This design comes from an exercise in tuning for a short achievable clock period and few clock cycles on the open sky130 flow, not from production work.
In this exercise RTL edits were held to simulation tests only and were not proved equivalent to the original.
No activity file was given, so power comes from the tool's default toggle rates.

File: design/flow/run.sh
#!/bin/bash
# synth_recipe.tcl (not shown) runs the flow's synth.tcl, then flattens the netlist and writes it again
# the make line also repeats each setting of config.mk as NAME=value (left out here)
make -C /OpenROAD-flow-scripts/flow DESIGN_CONFIG=/design/flow/config.mk WORK_HOME=/design/flow/orfs CLKGATE_MAP_FILE= SYNTH_SCRIPT=/design/flow/synth_recipe.tcl finish
File: design/flow/config.mk
export PLATFORM = sky130hd
export DESIGN_NAME = cpu
export DESIGN_NICKNAME = cpu
export VERILOG_FILES = /design/flow/design.v
export SDC_FILE = /design/flow/constraint.sdc
export NUM_CORES = 4
export LEC_CHECK = 0
export ABC_CLOCK_PERIOD_IN_PS = 4000
export CAP_MARGIN = 20
export CORE_MARGIN = 2
export CORE_UTILIZATION = 50
export PLACE_DENSITY = 0.62
export SETUP_SLACK_MARGIN = 3.5
export SLEW_MARGIN = 20
export TNS_END_PERCENT = 10
File: design/flow/constraint.sdc
create_clock -name core_clock -period 9.0 [get_ports {clk}]
set_input_delay 1.8000 -clock core_clock [delete_from_list [all_inputs] [get_ports {clk}]]
set_output_delay 1.8000 -clock core_clock [all_outputs]
set_load 0.01 [all_outputs]
File: design/flow/design.v
package cpu_pkg;
  localparam int xlen = 32;
  localparam int reg_idx_w = 5;
  localparam int imem_addr_w = 6;
  typedef struct packed {
    logic [31:0] rs1_oh;
    logic [31:0] rs2_oh;
    logic [31:0] rd_oh;   
    logic [31:0] imm;   
    logic        bimm;
    logic        o_add;
    logic        o_sub;
    logic        o_and;
    logic        o_or;
    logic        o_xor;
    logic        o_slt;
    logic        o_ld;
    logic        st;
    logic        br;
    logic        bne;
    logic        ec;
  } slot_t;
endpackage
`timescale 1ns/1ns
function automatic logic [31:0] ks_add(input logic [31:0] a, input logic [31:0] b, input logic cin);
  logic [31:0] p, g, pp, gg, pn, gn;
  p = a ^ b;
  g = a & b;
  gg = g;
  pp = p;
  gg[0] = g[0] | (p[0] & cin);
  for (int d = 1; d < 32; d = d * 2) begin
    gn = gg;
    pn = pp;
    for (int i = d; i < 32; i++) begin
      gn[i] = gg[i] | (pp[i] & gg[i - d]);
      pn[i] = pp[i] & pp[i - d];
    end
    gg = gn;
    pp = pn;
  end
  ks_add = p ^ {gg[30:0], cin};
endfunction
module fdec (
  input  logic [31:0]     pc,
  input  logic [31:0]     pc4,   
  input  logic [63:0]     pc4_oh,   
  input  logic [31:0]     inst,
  input  logic [20:0]     off,   
  input  logic            jal,   
  output cpu_pkg::slot_t  s,
  output logic [31:0]     src_oh,   
  output logic            mem,   
  output logic            ctrl,   
  output logic [31:0]     tgt,   
  output logic [63:0]     tgt_oh,
  output logic [31:0]     npc,   
  output logic [63:0]     npc_oh
);
  logic is_op, is_opimm, is_load, is_store, is_br, is_sys;
  logic [2:0] f3;
  logic [31:0] imm_i, imm_s;
  logic [4:0] rs1;
  logic [7:0] tgt_lo;
  logic wr, use1, use2;
  assign f3 = inst[14:12];
  assign is_op    = inst[6:0] == 7'b0110011;
  assign is_opimm = inst[6:0] == 7'b0010011;
  assign is_load  = inst[6:0] == 7'b0000011;
  assign is_store = inst[6:0] == 7'b0100011;
  assign is_br    = inst[6:0] == 7'b1100011;
  assign is_sys   = inst[6:0] == 7'b1110011;
  assign imm_i = {{20{inst[31]}}, inst[31:20]};
  assign imm_s = {{20{inst[31]}}, inst[31:25], inst[11:7]};
  assign rs1 = is_sys ? 5'd17 : inst[19:15];   
  logic op_add, op_sub, op_and, op_or, op_xor, op_slt;
  assign op_add = is_op && f3 == 3'b000 && !inst[30];
  assign op_sub = is_op && f3 == 3'b000 && inst[30];
  assign op_and = is_op && f3 == 3'b111;
  assign op_or  = is_op && f3 == 3'b110;
  assign op_xor = is_op && f3 == 3'b100;
  assign op_slt = is_op && f3 == 3'b010;
  assign s.o_add = op_add || op_sub || is_opimm || jal;
  assign s.o_sub = op_sub || op_slt;
  assign s.o_and = op_and;
  assign s.o_or  = op_or;
  assign s.o_xor = op_xor;
  assign s.o_slt = op_slt;
  assign s.o_ld  = is_load;
  assign s.st    = is_store;
  assign s.br    = is_br;
  assign s.bne   = f3[0];
  assign s.ec    = is_sys;
  assign wr = op_add || op_sub || op_and || op_or || op_xor || op_slt || is_opimm || is_load || jal;
  assign use1 = is_op || is_opimm || is_load || is_store || is_br || is_sys;
  assign use2 = is_op || is_store || is_br;
  always_comb begin
    for (int i = 0; i < 32; i++) begin
      s.rs1_oh[i] = i != 0 && use1 && rs1 == i[4:0];
      s.rs2_oh[i] = i != 0 && use2 && inst[24:20] == i[4:0];
      s.rd_oh[i] = i != 0 && wr && inst[11:7] == i[4:0];
    end
  end
  assign src_oh = s.rs1_oh | s.rs2_oh;
  assign mem = is_load || is_store;
  assign ctrl = is_br || jal || is_sys;
  assign s.imm = jal ? pc4 : is_store ? imm_s : imm_i;
  assign s.bimm = is_opimm || is_load || is_store || jal;
  assign tgt = ks_add(pc, {{11{off[20]}}, off}, 1'b0);
  assign tgt_lo = pc[7:0] + off[7:0];
  always_comb begin
    for (int i = 0; i < 64; i++) tgt_oh[i] = tgt_lo[7:2] == i[5:0];
  end
  assign npc = jal ? tgt : pc4;
  assign npc_oh = jal ? tgt_oh : pc4_oh;
endmodule
module fgroup (
  input  logic [31:0]     pc,
  input  logic [63:0]     pc_oh,
  input  logic [31:0]     inst0,
  input  logic [20:0]     off0,
  input  logic            jal0,
  input  logic [31:0]     inst1,
  input  logic [20:0]     off1,
  input  logic            jal1,
  input  logic            ok1,   
  output cpu_pkg::slot_t  a,
  output cpu_pkg::slot_t  b,
  output logic [31:0]     tgt,   
  output logic [63:0]     tgt_oh,
  output logic [31:0]     npc,
  output logic [63:0]     npc_oh
);
  logic [31:0] pc4, pc8, src1, tgt0, tgt1, npc0, npc1;
  logic [63:0] oh4, oh8, tgt0_oh, tgt1_oh, npc0_oh, npc1_oh;
  logic        mem0, mem1, ctrl0, ctrl1, pair;
  logic [31:0] src0;
  cpu_pkg::slot_t s1;
  assign pc4 = ks_add(pc, 32'd4, 1'b0);
  assign pc8 = ks_add(pc, 32'd8, 1'b0);
  assign oh4 = {pc_oh[62:0], pc_oh[63]};
  assign oh8 = {pc_oh[61:0], pc_oh[63:62]};
  fdec u0 (
    .pc(pc), .pc4(pc4), .pc4_oh(oh4), .inst(inst0), .off(off0), .jal(jal0),
    .s(a), .src_oh(src0), .mem(mem0), .ctrl(ctrl0),
    .tgt(tgt0), .tgt_oh(tgt0_oh), .npc(npc0), .npc_oh(npc0_oh)
  );
  fdec u1 (
    .pc(pc4), .pc4(pc8), .pc4_oh(oh8), .inst(inst1), .off(off1), .jal(jal1),
    .s(s1), .src_oh(src1), .mem(mem1), .ctrl(ctrl1),
    .tgt(tgt1), .tgt_oh(tgt1_oh), .npc(npc1), .npc_oh(npc1_oh)
  );
  assign pair = ok1 && !ctrl0 && !(mem0 && mem1) && !(|(a.rd_oh & src1));
  always_comb begin
    b = s1;
    if (!pair) begin
      b.rd_oh = 32'd0;
      b.o_ld = 1'b0;
      b.st = 1'b0;
      b.br = 1'b0;
      b.ec = 1'b0;
    end
  end
  assign tgt = pair ? tgt1 : tgt0;
  assign tgt_oh = pair ? tgt1_oh : tgt0_oh;
  assign npc = pair ? npc1 : npc0;
  assign npc_oh = pair ? npc1_oh : npc0_oh;
endmodule
module cpu (
  input  logic                               clk,
  input  logic                               reset,
  input  logic                               prog_we,
  input  logic [cpu_pkg::imem_addr_w-1:0]    prog_addr,
  input  logic [cpu_pkg::xlen-1:0]           prog_data,
  input  logic [cpu_pkg::reg_idx_w-1:0]      dbg_idx,
  output logic                               is_halted,
  output logic [cpu_pkg::xlen-1:0]           dbg_data
);
  logic [31:0] imem [64];
  logic [20:0] imem_off [64];   
  logic [63:0] imem_jal;   
  logic [31:0] rf [32];   
  logic [31:0] dmem [64];
  logic [31:0] fpc;   
  logic [63:0] fpc_oh;   
  cpu_pkg::slot_t xa, xb;
  logic [31:0] x_tgt;   
  logic [63:0] x_tgt_oh;
  logic        x_mema;   
  logic        halted;   
  logic        reset_q;
  logic [63:0] wr_mask;   
  logic [63:0] used;   
  logic        restart;   
  logic        restart_q;   
  logic [20:0] p_off;
  logic        p_jal;
  assign p_jal = prog_data[6:0] == 7'b1101111;
  assign p_off = p_jal ? {prog_data[31], prog_data[19:12], prog_data[20], prog_data[30:21], 1'b0}
                       : {{8{prog_data[31]}}, prog_data[31], prog_data[7], prog_data[30:25],
                          prog_data[11:8], 1'b0};
  always_ff @(posedge clk) begin
    if (prog_we) begin
      imem[prog_addr] <= prog_data;
      imem_off[prog_addr] <= p_off;
      imem_jal[prog_addr] <= p_jal;
    end
  end
  logic [31:0] aa, sa, ba, ab, sb, bb, suma, sumb, resa, resb, ldata, std;
  logic [7:0]  addra, addrb;
  logic [63:0] d_oh;
  logic        lta, ltb, taken, halt_now;
  always_comb begin
    aa = 32'd0;
    sa = 32'd0;
    ab = 32'd0;
    sb = 32'd0;
    for (int i = 1; i < 32; i++) begin
      aa = aa | ({32{xa.rs1_oh[i]}} & rf[i]);
      sa = sa | ({32{xa.rs2_oh[i]}} & rf[i]);
      ab = ab | ({32{xb.rs1_oh[i]}} & rf[i]);
      sb = sb | ({32{xb.rs2_oh[i]}} & rf[i]);
    end
  end
  assign ba = xa.bimm ? xa.imm : sa;
  assign bb = xb.bimm ? xb.imm : sb;
  assign suma = ks_add(aa, ba ^ {32{xa.o_sub}}, xa.o_sub);
  assign sumb = ks_add(ab, bb ^ {32{xb.o_sub}}, xb.o_sub);
  assign lta = (aa[31] != ba[31]) ? aa[31] : suma[31];
  assign ltb = (ab[31] != bb[31]) ? ab[31] : sumb[31];
  assign addra = aa[7:0] + ba[7:0];
  assign addrb = ab[7:0] + bb[7:0];
  always_comb begin
    ldata = 32'd0;
    for (int j = 0; j < 64; j++) begin
      d_oh[j] = (x_mema ? addra[7:2] : addrb[7:2]) == j[5:0];
      ldata = ldata | ({32{d_oh[j]}} & dmem[j]);
    end
  end
  assign std = x_mema ? sa : sb;
  assign resa = ({32{xa.o_add}} & suma) | ({32{xa.o_and}} & (aa & ba))
              | ({32{xa.o_or}} & (aa | ba)) | ({32{xa.o_xor}} & (aa ^ ba))
              | {31'd0, xa.o_slt & lta} | ({32{xa.o_ld}} & ldata);
  assign resb = ({32{xb.o_add}} & sumb) | ({32{xb.o_and}} & (ab & bb))
              | ({32{xb.o_or}} & (ab | bb)) | ({32{xb.o_xor}} & (ab ^ bb))
              | {31'd0, xb.o_slt & ltb} | ({32{xb.o_ld}} & ldata);
  assign taken = (xa.br && ((aa == sa) ^ xa.bne)) || (xb.br && ((ab == sb) ^ xb.bne));
  assign halt_now = !halted && ((xa.ec && aa == 32'd10) || (xb.ec && ab == 32'd10));
  always_ff @(posedge clk) begin
    for (int i = 1; i < 32; i++) begin
      if (restart) rf[i] <= 32'd0;
      else if (xb.rd_oh[i] && !halted) rf[i] <= resb;
      else if (xa.rd_oh[i] && !halted) rf[i] <= resa;
    end
  end
  always_ff @(posedge clk) begin
    for (int j = 0; j < 64; j++) begin
      if (restart) dmem[j] <= 32'd0;
      else if ((xa.st || xb.st) && d_oh[j] && !halted) dmem[j] <= std;
    end
  end
  always_ff @(posedge clk) begin
    if (restart) halted <= 1'b0;
    else if (halt_now) halted <= 1'b1;
  end
  always_ff @(posedge clk) begin
    is_halted <= !reset && !restart_q && (halted || halt_now);
  end
  always_comb begin
    dbg_data = 32'd0;
    for (int i = 1; i < 32; i++) begin
      dbg_data = dbg_data | ({32{dbg_idx == i[4:0]}} & rf[i]);
    end
  end
  logic [63:0] m1_oh, t1_oh;
  logic [31:0] m0_inst, m1_inst, t0_inst, t1_inst, z_inst;
  logic [20:0] m0_off, m1_off, t0_off, t1_off, z_off;
  logic        m0_jal, m1_jal, t0_jal, t1_jal, z_jal;
  logic        m0_ok, m1_ok, t0_ok, t1_ok, sel_ok;
  assign m1_oh = {fpc_oh[62:0], fpc_oh[63]};
  assign t1_oh = {x_tgt_oh[62:0], x_tgt_oh[63]};
  always_comb begin
    m0_inst = 32'd0; m0_off = 21'd0; m0_jal = 1'b0;
    m1_inst = 32'd0; m1_off = 21'd0; m1_jal = 1'b0;
    t0_inst = 32'd0; t0_off = 21'd0; t0_jal = 1'b0;
    t1_inst = 32'd0; t1_off = 21'd0; t1_jal = 1'b0;
    for (int j = 0; j < 64; j++) begin
      m0_inst = m0_inst | ({32{fpc_oh[j]}} & imem[j]);
      m0_off = m0_off | ({21{fpc_oh[j]}} & imem_off[j]);
      m0_jal = m0_jal | (fpc_oh[j] & imem_jal[j]);
      m1_inst = m1_inst | ({32{m1_oh[j]}} & imem[j]);
      m1_off = m1_off | ({21{m1_oh[j]}} & imem_off[j]);
      m1_jal = m1_jal | (m1_oh[j] & imem_jal[j]);
      t0_inst = t0_inst | ({32{x_tgt_oh[j]}} & imem[j]);
      t0_off = t0_off | ({21{x_tgt_oh[j]}} & imem_off[j]);
      t0_jal = t0_jal | (x_tgt_oh[j] & imem_jal[j]);
      t1_inst = t1_inst | ({32{t1_oh[j]}} & imem[j]);
      t1_off = t1_off | ({21{t1_oh[j]}} & imem_off[j]);
      t1_jal = t1_jal | (t1_oh[j] & imem_jal[j]);
    end
  end
  assign m0_ok = !reset || |(wr_mask & fpc_oh);
  assign m1_ok = !reset || |(wr_mask & m1_oh);
  assign t0_ok = !reset || |(wr_mask & x_tgt_oh);
  assign t1_ok = !reset || |(wr_mask & t1_oh);
  assign z_inst = (prog_we && prog_addr == 6'd0) ? prog_data : imem[0];
  assign z_off = (prog_we && prog_addr == 6'd0) ? p_off : imem_off[0];
  assign z_jal = (prog_we && prog_addr == 6'd0) ? p_jal : imem_jal[0];
  cpu_pkg::slot_t ma, mb, ta, tb, za, zb;
  logic [31:0] m_tgt, m_npc, t_tgt, t_npc, z_tgt, z_npc;
  logic [63:0] m_tgt_oh, m_npc_oh, t_tgt_oh, t_npc_oh, z_tgt_oh, z_npc_oh;
  fgroup u_m (
    .pc(fpc), .pc_oh(fpc_oh), .inst0(m0_inst), .off0(m0_off), .jal0(m0_jal),
    .inst1(m1_inst), .off1(m1_off), .jal1(m1_jal), .ok1(m1_ok),
    .a(ma), .b(mb), .tgt(m_tgt), .tgt_oh(m_tgt_oh), .npc(m_npc), .npc_oh(m_npc_oh)
  );
  fgroup u_t (
    .pc(x_tgt), .pc_oh(x_tgt_oh), .inst0(t0_inst), .off0(t0_off), .jal0(t0_jal),
    .inst1(t1_inst), .off1(t1_off), .jal1(t1_jal), .ok1(t1_ok),
    .a(ta), .b(tb), .tgt(t_tgt), .tgt_oh(t_tgt_oh), .npc(t_npc), .npc_oh(t_npc_oh)
  );
  fgroup u_z (
    .pc(32'd0), .pc_oh(64'd1), .inst0(z_inst), .off0(z_off), .jal0(z_jal),
    .inst1(32'd0), .off1(21'd0), .jal1(1'b0), .ok1(1'b0),
    .a(za), .b(zb), .tgt(z_tgt), .tgt_oh(z_tgt_oh), .npc(z_npc), .npc_oh(z_npc_oh)
  );
  logic br_x;
  assign br_x = xa.br || xb.br;
  assign sel_ok = taken ? t0_ok : m0_ok;
  assign restart = (reset && (!reset_q || !prog_we || prog_addr == 6'd0)) || restart_q;
  always_ff @(posedge clk) begin
    restart_q <= reset && !restart
                 && (used[prog_addr] || (fpc_oh[prog_addr] && m0_ok) || (m1_oh[prog_addr] && m1_ok)
                     || (x_tgt_oh[prog_addr] && t0_ok && br_x) || (t1_oh[prog_addr] && t1_ok && br_x));
  end
  always_ff @(posedge clk) begin
    reset_q <= reset;
    if (reset && (!reset_q || !prog_we || prog_addr == 6'd0)) wr_mask <= 64'd0;
    if (prog_we) wr_mask[prog_addr] <= 1'b1;
  end
  always_ff @(posedge clk) begin
    if (restart) used <= 64'd1;
    else used <= used | (m0_ok ? fpc_oh : 64'd0) | (m1_ok ? m1_oh : 64'd0)
                 | (t0_ok && br_x ? x_tgt_oh : 64'd0) | (t1_ok && br_x ? t1_oh : 64'd0);
  end
  always_ff @(posedge clk) begin
    if (restart) begin
      fpc <= z_npc; fpc_oh <= z_npc_oh;
      xa <= za; xb <= zb; x_tgt <= z_tgt; x_tgt_oh <= z_tgt_oh;
      x_mema <= za.o_ld || za.st;
    end else if (!sel_ok) begin
      if (taken) begin
        fpc <= x_tgt; fpc_oh <= x_tgt_oh;
      end
      xa.rd_oh <= 32'd0; xa.o_ld <= 1'b0; xa.st <= 1'b0; xa.br <= 1'b0; xa.ec <= 1'b0;
      xb.rd_oh <= 32'd0; xb.o_ld <= 1'b0; xb.st <= 1'b0; xb.br <= 1'b0; xb.ec <= 1'b0;
    end else if (taken) begin
      fpc <= t_npc; fpc_oh <= t_npc_oh;
      xa <= ta; xb <= tb; x_tgt <= t_tgt; x_tgt_oh <= t_tgt_oh;
      x_mema <= ta.o_ld || ta.st;
    end else begin
      fpc <= m_npc; fpc_oh <= m_npc_oh;
      xa <= ma; xb <= mb; x_tgt <= m_tgt; x_tgt_oh <= m_tgt_oh;
      x_mema <= ma.o_ld || ma.st;
    end
  end
endmodule
==> run summary <==
worst min path at each step:
stage / startpoint / end / cells after the start
floorplan: restart_q / is_halted / 1
global placement: used[0] / used[0] / 2
detailed placement: dmem[31][12] / dmem[31][12] / 2
CTS: dmem[4][0] / dmem[4][0] / 2
cell usage after synthesis (181+ instances only):
cell type / n
edfxtp_1: 3239
inv_1: 276
o211ai_1: 287
o22ai_1: 237
mux2i_1: 207
nand2_1: 5856
nand3_1: 1071
buf_1: 668
a211oi_1: 181
nor4_1: 189
a22o_1: 3595
a21oi_1: 3565
xnor2_1: 222
buf_2: 415
a221oi_1: 3372
a22oi_1: 2953
or4_1: 324
xor2_1: 192
dfxtp_1: 3344
o21ai_0: 1249
clkbuf_1: 3212
nor3_1: 506
nor2_1: 1037
ha_1: 316
nand4_1: 1055
power groups by stage:
stage / Sequential [mW] / Clock [mW] / Combinational [mW]
CTS: 34.1 / 31.5 / 49.7
detailed placement: 34.9 / 0 / 47.3
global placement: 35.1 / 0 / 47.1
floorplan: 33.6 / 0 / 24.3
metal layers:
metal  GRT overflow  global-route usage [%]
met2            951                    96.5
met4            870                    87.0
met1            254                    90.7
met5             36                    70.1
met3            281                    85.4
cells by family after synthesis:
logic type	after synthesis	share of synthesized area, %
fa+ha+maj	322	1.12
mux	341	0.999
buf+inv	4649	5.06
flops	6583	45.1
simple gates	10724	13.3
compound gates	16547	33.4
xor+xnor	414	0.995
timing repair:
item | in CTS
gates cloned | 57
endpoints found under the setup margin | 3834
buffers inserted | 399
resized for setup | 701
pin swaps | 322
through the flow:
stage / worst slack [ps] / utilization, % / cells
4_1_cts: 1710 / 58.5 / 49386
3_5_place_dp: 193 / 53.8 / 47612
3_3_place_gp: 205 / 53.7 / 47565
2_1_floorplan: 2250 / - / 39580
==> summary.md <==
| Metric | Value |
|---|---|
| Unique masters post-synth | `111` |
| Ys async rst share | `0%` |
| Die W | `858 um` |
| Total congestion overflow | `2392` |
| Gpl congestion | `between 1 and 1.5` |
| First-pass GRT wire length | `between 4000000 and 5000000 um` |
| IO buf count | `78` |
| Avg Cell Area, Syn | `9.21 sq um` |
| Synthesized instance count | `slightly below 40000` |
| Error msg | `[ERROR GRT-0116] Global routing finished with congestion. Check the congestion regions in the DRC Viewer.` |
| Syn Nets | `39948` |
| Clock Path Buffers | `4` |
| Cts hold-fix bufs | `0` |
| Post-place instance area | `0.391 sq mm` |
| Sequential fraction of the synthesis area | `45.1%` |
| Last stage reached | `global routing (5_1_grt)` |
| Initial core utilization | `50.2%` |
| H-tree depth | `6` |
| Area contributors post-synth | `edfxtp_1 (27%), dfxtp_1 (18%), a22o_1 (8.6%), a221oi_1 (8.1%), a22oi_1 (6.1%)` |
| Std cell rows | `313` |
| Hpwl dp | `2040000 um` |
| Io pins | `just under 80` |
| Die Span Y | `between 800 and 900 um` |
| Clock tree root buffer cell | `clkbuf_16` |
| Area share of the largest cell type after synthesis | `26.7%` |
| Register bit total from synthesis | `around 6600` |
| Post-Syn Area | `0.364 sq mm` |
| Vias in the first global route | `484849` |
| Outcome | `did not finish` |
| CTS buffer count | `708` |
| Synth area leader | `edfxtp_1` |
| Ys flop type | `dfxtp_1` |
| Gr usage total | `about nine tenths` |
| Largest net degree at the start of global routing | `264` |
| Clock Sinks | `6583` |
| Synth warn | `7` |
| Post-synth EDFFs | `between 3000 and 4000` |
Testbench counts, summed over its fixed seeds: cycles 18,937.
